This is an optimization exercise on Yosys and OpenROAD, whose aim is small area, not a production implementation.
Only simulation tests tie the RTL to the original design; equivalence was not proved.

==> build 18 <==
==> flow/design.v <==
package fta_bus_pkg;
  typedef enum logic [2:0] {
    CLASSIC = 3'b000,
    FIXED   = 3'b001,
    INCR    = 3'b010,
    ERC     = 3'b111
  } fta_cycle_type_t;
  typedef enum logic [1:0] {
    OKAY    = 2'b00,
    DECERR  = 2'b01,
    PROTERR = 2'b10,
    ERR     = 2'b11
  } fta_tranerr_t;
  typedef struct packed {
    logic            cyc;
    logic            stb;
    logic            we;
    fta_cycle_type_t cti;
    logic [2:0]      pri;
    logic [7:0]      tid;
    logic [15:0]     asid;
    logic [31:0]     adr;
    logic [31:0]     sel;
    logic [255:0]    dat;
    logic            ctag;
  } fta_cmd_request256_t;
  typedef struct packed {
    logic         ack;
    logic         next;
    logic         stall;
    logic         rty;
    fta_tranerr_t err;
    logic [2:0]   pri;
    logic [7:0]   tid;
    logic [15:0]  asid;
    logic [31:0]  adr;
    logic [255:0] dat;
    logic         ctag;
  } fta_cmd_response256_t;
endpackage
import fta_bus_pkg::*;
module fta_credit_gate256 #(
  parameter int DEPTH = 8
) (
  input  logic                              clk_i,
  input  logic                              rst_i,
  input  fta_bus_pkg::fta_cmd_request256_t  m_req,
  output logic                              m_stall_o,
  output fta_bus_pkg::fta_cmd_request256_t  s_req,
  input  fta_bus_pkg::fta_cmd_response256_t s_resp,
  output fta_bus_pkg::fta_cmd_response256_t m_resp,
  input  logic                              m_pop_i,
  output logic                              ovf_o
);
  localparam int CW = $clog2(DEPTH) + 1;
  localparam int PW = $clog2(DEPTH);
  localparam logic [CW-1:0] FULL = CW'(DEPTH);
  typedef struct packed {
    logic [255:0] dat;
    logic [7:0]   tid;
    logic [15:0]  asid;
    logic [31:0]  adr;
    logic         ctag;
  } entry_t;
  logic [312:0]  mem [DEPTH];   
  logic [CW-1:0] res;
  logic [CW-1:0] cnt;
  logic [PW-1:0] wr_ptr;
  logic [PW-1:0] rd_ptr;
  logic [DEPTH-1:0] wr_sel;
  logic [DEPTH-1:0] rd_sel;
  logic [312:0]  head_w;
  logic req_present;
  logic credit_req;
  logic accept;
  logic take_credit;
  logic pop;
  logic capture;
  logic unused_resp_bits;
  entry_t head;
  always_comb begin
    req_present = m_req.cyc & m_req.stb;
    credit_req  = ~m_req.we | (m_req.cti == ERC);
    m_stall_o   = req_present & credit_req & (res == FULL);
    accept      = req_present & ~m_stall_o;
    take_credit = accept & credit_req;
    pop         = m_pop_i & (cnt != '0);
    capture     = s_resp.ack & (cnt != res);
  end
  assign unused_resp_bits = ^{s_resp.next, s_resp.stall, s_resp.rty,
                              s_resp.err, s_resp.pri};
  always_ff @(posedge clk_i or posedge rst_i) begin
    if (rst_i) begin
      res    <= '0;
      cnt    <= '0;
      wr_ptr <= '0;
      rd_ptr <= '0;
      ovf_o  <= 1'b0;
    end else begin
      if (take_credit && !pop) begin
        res <= res + CW'(1);
      end else if (!take_credit && pop) begin
        res <= res - CW'(1);
      end
      if (capture && !pop) begin
        cnt <= cnt + CW'(1);
      end else if (!capture && pop) begin
        cnt <= cnt - CW'(1);
      end
      if (capture) begin
        wr_ptr <= wr_ptr + PW'(1);
      end
      if (pop) begin
        rd_ptr <= rd_ptr + PW'(1);
      end
      if (s_resp.ack && !capture) begin
        ovf_o <= 1'b1;
      end
    end
  end
  always_comb begin
    for (int i = 0; i < DEPTH; i++) begin
      wr_sel[i] = capture & (wr_ptr == PW'(i));
      rd_sel[i] = (rd_ptr == PW'(i));
    end
  end
  always_ff @(posedge clk_i) begin
    for (int i = 0; i < DEPTH; i++) begin
      if (wr_sel[i]) begin
        mem[i] <= {s_resp.dat, s_resp.tid, s_resp.asid, s_resp.adr,
                   s_resp.ctag};
      end
    end
  end
  logic         s_req_v;
  logic [351:0] s_req_pl;
  always_ff @(posedge clk_i or posedge rst_i) begin
    if (rst_i) begin
      s_req_v <= 1'b0;
    end else begin
      s_req_v <= accept;
    end
  end
  always_ff @(posedge clk_i) begin
    s_req_pl <= {m_req.we, m_req.cti, m_req.pri, m_req.tid, m_req.asid,
                 m_req.adr, m_req.sel, m_req.dat, m_req.ctag};
  end
  assign s_req = {s_req_v, s_req_v, s_req_pl};
  always_comb begin
    head_w = '0;
    for (int i = 0; i < DEPTH; i++) begin
      head_w = head_w | (mem[i] & {313{rd_sel[i]}});
    end
  end
  assign head = head_w;
  always_comb begin
    m_resp      = '0;
    m_resp.ack  = (cnt != '0);
    m_resp.err  = OKAY;
    m_resp.pri  = 3'd7;
    m_resp.dat  = head.dat;
    m_resp.tid  = head.tid;
    m_resp.asid = head.asid;
    m_resp.adr  = head.adr;
    m_resp.ctag = head.ctag;
  end
endmodule
module fta_credit_gate_top (
  input  logic         clk_i,
  input  logic         rst_i,
  input  logic         m_req_cyc,
  input  logic         m_req_stb,
  input  logic         m_req_we,
  input  logic [2:0]   m_req_cti,
  input  logic [2:0]   m_req_pri,
  input  logic [7:0]   m_req_tid,
  input  logic [15:0]  m_req_asid,
  input  logic [31:0]  m_req_adr,
  input  logic [31:0]  m_req_sel,
  input  logic [255:0] m_req_dat,
  input  logic         m_req_ctag,
  output logic         m_stall_o,
  output logic         s_req_cyc,
  output logic         s_req_stb,
  output logic         s_req_we,
  output logic [2:0]   s_req_cti,
  output logic [2:0]   s_req_pri,
  output logic [7:0]   s_req_tid,
  output logic [15:0]  s_req_asid,
  output logic [31:0]  s_req_adr,
  output logic [31:0]  s_req_sel,
  output logic [255:0] s_req_dat,
  output logic         s_req_ctag,
  input  logic         s_resp_ack,
  input  logic         s_resp_next,
  input  logic         s_resp_stall,
  input  logic         s_resp_rty,
  input  logic [1:0]   s_resp_err,
  input  logic [2:0]   s_resp_pri,
  input  logic [7:0]   s_resp_tid,
  input  logic [15:0]  s_resp_asid,
  input  logic [31:0]  s_resp_adr,
  input  logic [255:0] s_resp_dat,
  input  logic         s_resp_ctag,
  output logic         m_resp_ack,
  output logic         m_resp_next,
  output logic         m_resp_stall,
  output logic         m_resp_rty,
  output logic [1:0]   m_resp_err,
  output logic [2:0]   m_resp_pri,
  output logic [7:0]   m_resp_tid,
  output logic [15:0]  m_resp_asid,
  output logic [31:0]  m_resp_adr,
  output logic [255:0] m_resp_dat,
  output logic         m_resp_ctag,
  input  logic         m_pop_i,
  output logic         ovf_o
);
  fta_bus_pkg::fta_cmd_request256_t  m_req;
  fta_bus_pkg::fta_cmd_request256_t  s_req;
  fta_bus_pkg::fta_cmd_response256_t s_resp;
  fta_bus_pkg::fta_cmd_response256_t m_resp;
  assign m_req = {m_req_cyc, m_req_stb, m_req_we, m_req_cti, m_req_pri,
                  m_req_tid, m_req_asid, m_req_adr, m_req_sel, m_req_dat,
                  m_req_ctag};
  assign s_req_cyc  = s_req.cyc;
  assign s_req_stb  = s_req.stb;
  assign s_req_we   = s_req.we;
  assign s_req_cti  = s_req.cti;
  assign s_req_pri  = s_req.pri;
  assign s_req_tid  = s_req.tid;
  assign s_req_asid = s_req.asid;
  assign s_req_adr  = s_req.adr;
  assign s_req_sel  = s_req.sel;
  assign s_req_dat  = s_req.dat;
  assign s_req_ctag = s_req.ctag;
  assign s_resp = {s_resp_ack, s_resp_next, s_resp_stall, s_resp_rty,
                   s_resp_err, s_resp_pri, s_resp_tid, s_resp_asid,
                   s_resp_adr, s_resp_dat, s_resp_ctag};
  assign m_resp_ack   = m_resp.ack;
  assign m_resp_next  = m_resp.next;
  assign m_resp_stall = m_resp.stall;
  assign m_resp_rty   = m_resp.rty;
  assign m_resp_err   = m_resp.err;
  assign m_resp_pri   = m_resp.pri;
  assign m_resp_tid   = m_resp.tid;
  assign m_resp_asid  = m_resp.asid;
  assign m_resp_adr   = m_resp.adr;
  assign m_resp_dat   = m_resp.dat;
  assign m_resp_ctag  = m_resp.ctag;
  fta_credit_gate256 #(.DEPTH(8)) u_gate (
    .clk_i     (clk_i),
    .rst_i     (rst_i),
    .m_req     (m_req),
    .m_stall_o (m_stall_o),
    .s_req     (s_req),
    .s_resp    (s_resp),
    .m_resp    (m_resp),
    .m_pop_i   (m_pop_i),
    .ovf_o     (ovf_o)
  );
endmodule
==> flow/flow/run.sh <==
#!/bin/bash
# Own layout flow: the standard synthesis, then the combinational logic
# (not the registers) re-mapped to cells with a stronger area-oriented abc
# script, then the standard ORFS layout with smaller port buffers and a
# leaner clock tree.  Each tool writes its log into this folder.
set -euo pipefail
HERE=$(pwd)
FLOWDIR=$HERE/flow
RES=$HERE/orfs/results/$FLOW_PLATFORM/fta_credit_gate_top/base
OBJ=$HERE/orfs/objects/$FLOW_PLATFORM/fta_credit_gate_top/base
LIB=$FLOW_HOME/platforms/$FLOW_PLATFORM/lib/sky130_fd_sc_hd__tt_025C_1v80.lib

# 1. standard synthesis, unchanged
bash standard.sh synth > log_1_synth.txt 2>&1

# 2. re-map the combinational logic; registers, their names and cells stay
cp $RES/1_2_yosys.v $HERE/std_1_2_yosys.v
DU=$(grep -o -- "-dont_use [A-Za-z0-9_]*" $HERE/orfs/logs/$FLOW_PLATFORM/fta_credit_gate_top/base/1_2_yosys.log | sort -u | tr '\n' ' ')
sed -e "s#@LIB@#$LIB#g" -e "s#@IN@#$HERE/std_1_2_yosys.v#" -e "s#@TOP@#$FLOW_TOP#" \
    -e "s#@ABCSCRIPT@#$FLOWDIR/remap.abc#" -e "s#@DU@#$DU#" -e "s#@CONSTR@#$OBJ/abc.constr#" \
    -e "s#@OUT@#$HERE/remap_1_2_yosys.v#" $FLOWDIR/remap.ys.in > $HERE/remap.ys
yosys -l $HERE/log_2_remap.txt -q $HERE/remap.ys > /dev/null 2>&1
cp $HERE/remap_1_2_yosys.v $RES/1_2_yosys.v
rm -f $RES/1_synth.odb $RES/1_synth.sdc

# 3. layout
export BUFFER_PORTS_ARGS="-buffer_cell sky130_fd_sc_hd__buf_1"
export CTS_ARGS="-sink_clustering_enable -repair_clock_nets -dont_use_dummy_load -buf_list sky130_fd_sc_hd__clkbuf_8 -sink_clustering_size 16 -sink_clustering_max_diameter 50"
bash standard.sh finish > log_3_layout.txt 2>&1
==> flow/flow/remap.abc <==
strash
&get -n
&dch -f
&nf -R 1000
&put
==> flow/flow/remap.ys.in <==
read_liberty -ignore_miss_func @LIB@
read_verilog @IN@
hierarchy -top @TOP@
blackbox =sky130_fd_sc_hd__*df* =sky130_fd_sc_hd__conb_1
flatten
opt_clean -purge
abc -script @ABCSCRIPT@ -liberty @LIB@ @DU@ -constr @CONSTR@ -D 6000
opt_clean -purge
hilomap -singleton -hicell sky130_fd_sc_hd__conb_1 HI -locell sky130_fd_sc_hd__conb_1 LO
insbuf -buf sky130_fd_sc_hd__buf_4 A X
splitnets
opt_clean -purge
stat -liberty @LIB@
write_verilog -noattr -noexpr -nohex -nodec @OUT@
==> flow/standard.sh <==
#!/bin/bash
# synth_recipe.tcl (not shown) runs the flow's synth.tcl, then flattens the netlist and writes it again
# the make line also repeats each setting of config.mk as NAME=value (left out here)
make -C /OpenROAD-flow-scripts/flow DESIGN_CONFIG=/design/flow/config.mk WORK_HOME=/design/flow/orfs CLKGATE_MAP_FILE= SYNTH_SCRIPT=/design/flow/synth_recipe.tcl "${@:-finish}"
==> flow/config.mk <==
export PLATFORM = sky130hd
export DESIGN_NAME = fta_credit_gate_top
export DESIGN_NICKNAME = fta_credit_gate_top
export VERILOG_FILES = /design/flow/design.v
export SDC_FILE = /design/flow/constraint.sdc
export NUM_CORES = 4
export LEC_CHECK = 0
export ABC_AREA = 1
export CAP_MARGIN = 10
export CORE_MARGIN = 2
export CORE_UTILIZATION = 65
export SLEW_MARGIN = 10
==> flow/constraint.sdc <==
create_clock -name core_clock -period 6.0 [get_ports {clk_i}]
set_input_delay 1.2000 -clock core_clock [delete_from_list [all_inputs] [get_ports {clk_i}]]
set_output_delay 1.2000 -clock core_clock [all_outputs]
set_load 0.01 [all_outputs]
==> build 27 (differences from build 18) <==
--- a/flow/design.v
+++ b/flow/design.v
@@ -67,9 +67,6 @@
   logic [CW-1:0] cnt;
   logic [PW-1:0] wr_ptr;
   logic [PW-1:0] rd_ptr;
-  logic [DEPTH-1:0] wr_sel;
-  logic [DEPTH-1:0] rd_sel;
-  logic [312:0]  head_w;
   logic req_present;
   logic credit_req;
   logic accept;
@@ -85,7 +82,7 @@
     accept      = req_present & ~m_stall_o;
     take_credit = accept & credit_req;
     pop         = m_pop_i & (cnt != '0);
-    capture     = s_resp.ack & (cnt != res);
+    capture     = s_resp.ack & (cnt != FULL) & (res != '0) & (cnt != res);
   end
   assign unused_resp_bits = ^{s_resp.next, s_resp.stall, s_resp.rty,
                               s_resp.err, s_resp.pri};
@@ -118,41 +115,23 @@
       end
     end
   end
-  always_comb begin
-    for (int i = 0; i < DEPTH; i++) begin
-      wr_sel[i] = capture & (wr_ptr == PW'(i));
-      rd_sel[i] = (rd_ptr == PW'(i));
+  always_ff @(posedge clk_i) begin
+    if (capture) begin
+      mem[wr_ptr] <= {s_resp.dat, s_resp.tid, s_resp.asid, s_resp.adr,
+                      s_resp.ctag};
     end
   end
-  always_ff @(posedge clk_i) begin
-    for (int i = 0; i < DEPTH; i++) begin
-      if (wr_sel[i]) begin
-        mem[i] <= {s_resp.dat, s_resp.tid, s_resp.asid, s_resp.adr,
-                   s_resp.ctag};
-      end
-    end
-  end
-  logic         s_req_v;
-  logic [351:0] s_req_pl;
   always_ff @(posedge clk_i or posedge rst_i) begin
     if (rst_i) begin
-      s_req_v <= 1'b0;
+      s_req <= '0;
+    end else if (accept) begin
+      s_req <= m_req;
     end else begin
-      s_req_v <= accept;
+      s_req.cyc <= 1'b0;
+      s_req.stb <= 1'b0;
     end
   end
-  always_ff @(posedge clk_i) begin
-    s_req_pl <= {m_req.we, m_req.cti, m_req.pri, m_req.tid, m_req.asid,
-                 m_req.adr, m_req.sel, m_req.dat, m_req.ctag};
-  end
-  assign s_req = {s_req_v, s_req_v, s_req_pl};
-  always_comb begin
-    head_w = '0;
-    for (int i = 0; i < DEPTH; i++) begin
-      head_w = head_w | (mem[i] & {313{rd_sel[i]}});
-    end
-  end
-  assign head = head_w;
+  assign head = mem[rd_ptr];
   always_comb begin
     m_resp      = '0;
     m_resp.ack  = (cnt != '0);
==> flow/run.sh (new file) <==
#!/bin/bash
# synth_recipe.tcl (not shown) runs the flow's synth.tcl, then flattens the netlist and writes it again
# the make line also repeats each setting of config.mk as NAME=value (left out here)
make -C /OpenROAD-flow-scripts/flow DESIGN_CONFIG=/design/flow/config.mk WORK_HOME=/design/flow/orfs CLKGATE_MAP_FILE= SYNTH_SCRIPT=/design/flow/synth_recipe.tcl finish
--- a/flow/config.mk
+++ b/flow/config.mk
@@ -6,7 +6,7 @@
 export NUM_CORES = 4
 export LEC_CHECK = 0
 export ABC_AREA = 1
-export CAP_MARGIN = 10
+export CAP_MARGIN = 20
 export CORE_MARGIN = 2
-export CORE_UTILIZATION = 65
-export SLEW_MARGIN = 10
+export CORE_UTILIZATION = 40
+export SLEW_MARGIN = 20
removed: flow/flow/run.sh
removed: flow/flow/remap.abc
removed: flow/flow/remap.ys.in
removed: flow/standard.sh
==> impl_metrics.yaml <==
critical_path:
  timing.rr.end: "u_gate.mem[1][153]"
  path_cells: "and3_4 > buf_4 > a222oi_1 > nand3_1 > buf_1"
  path_depth: 5
  slowest_stage: "and3_4"
sta:
  finalHoldWorstSlack_ps: 245.1
  fin_crit_sh: 0.8447
clock_tree:
  clkLatencyLatePin_ps: 980
  cts_made_buffers: 212
detailed_routing:
  wl_met1_mm: 110.7
floorplanning:
  die_y_um: 383.6
  die_x_um: 383.6
global_routing:
  grt_max_degree: 122
  grt_pass1_wl_mm: 445.1
  grt_pass1_vias: 50890
run_status:
  status: "complete, no violations"
worst_hold_path:
  min_path_type: "input port to asynchronous set/reset pin"
layout:
  drive_gt1_frac: 0.05456
power_and_ir_drop:
  p_seq_frac: 0.513
  internal_power_mw: 31.85
synth:
  avgSynthCellArea_sq_um: 21.72
# the run above: build 18

==> impl_metrics.yaml <==
worst_hold_path:
  min_path_type: "register to register"
global_routing:
  grt_pass1_wl_mm: 585.0
  grt_pass1_vias: 73280
  grt_max_degree: 175
clock_tree:
  clkLatencyLatePin_ps: 890
critical_path:
  slowest_stage: "dfrtp_4"
  timing.rr.end: "u_gate.mem[2][108]"
sta:
  finalHoldWorstSlack_ps: 466.9
synth:
  avgSynthCellArea_sq_um: 11.98
run_status:
  status: "complete, no violations"
detailed_routing:
  wl_met1_mm: 162.5
power_and_ir_drop:
  p_seq_frac: 0.364
layout:
  drive_gt1_frac: 0.05717
floorplanning:
  die_x_um: 534.0
# the run above: build 27

port drivers added, routing unchanged:
In the flow no input, the clock included, has a driving cell. The finished layouts below were timed again as built, in two steps.
Step 1 (the two cells are an assumption about what drives the block):
set clk [get_ports {clk_i}]
set_driving_cell -lib_cell sky130_fd_sc_hd__clkbuf_16 $clk
set_driving_cell -lib_cell sky130_fd_sc_hd__buf_2 [delete_from_list [all_inputs] $clk]
Step 2 times the ports against the registers' clock, not the clock port: input delays grow and output delays shrink by t, the midpoint of the rising clock arrivals with the driver on.
Slacks: ideal / step 1 / step 2; pairs: ideal / step 1.
run | t (ns) | setup WS [ns] | worst setup path after step 2
build 18 | 1.026 | 0.932 / 0.842 / 1.868 | register to output
build 27 | 0.966 | 0.539 / 0.442 / 1.381 | input to output
After both steps setup and hold are still met in every run listed.
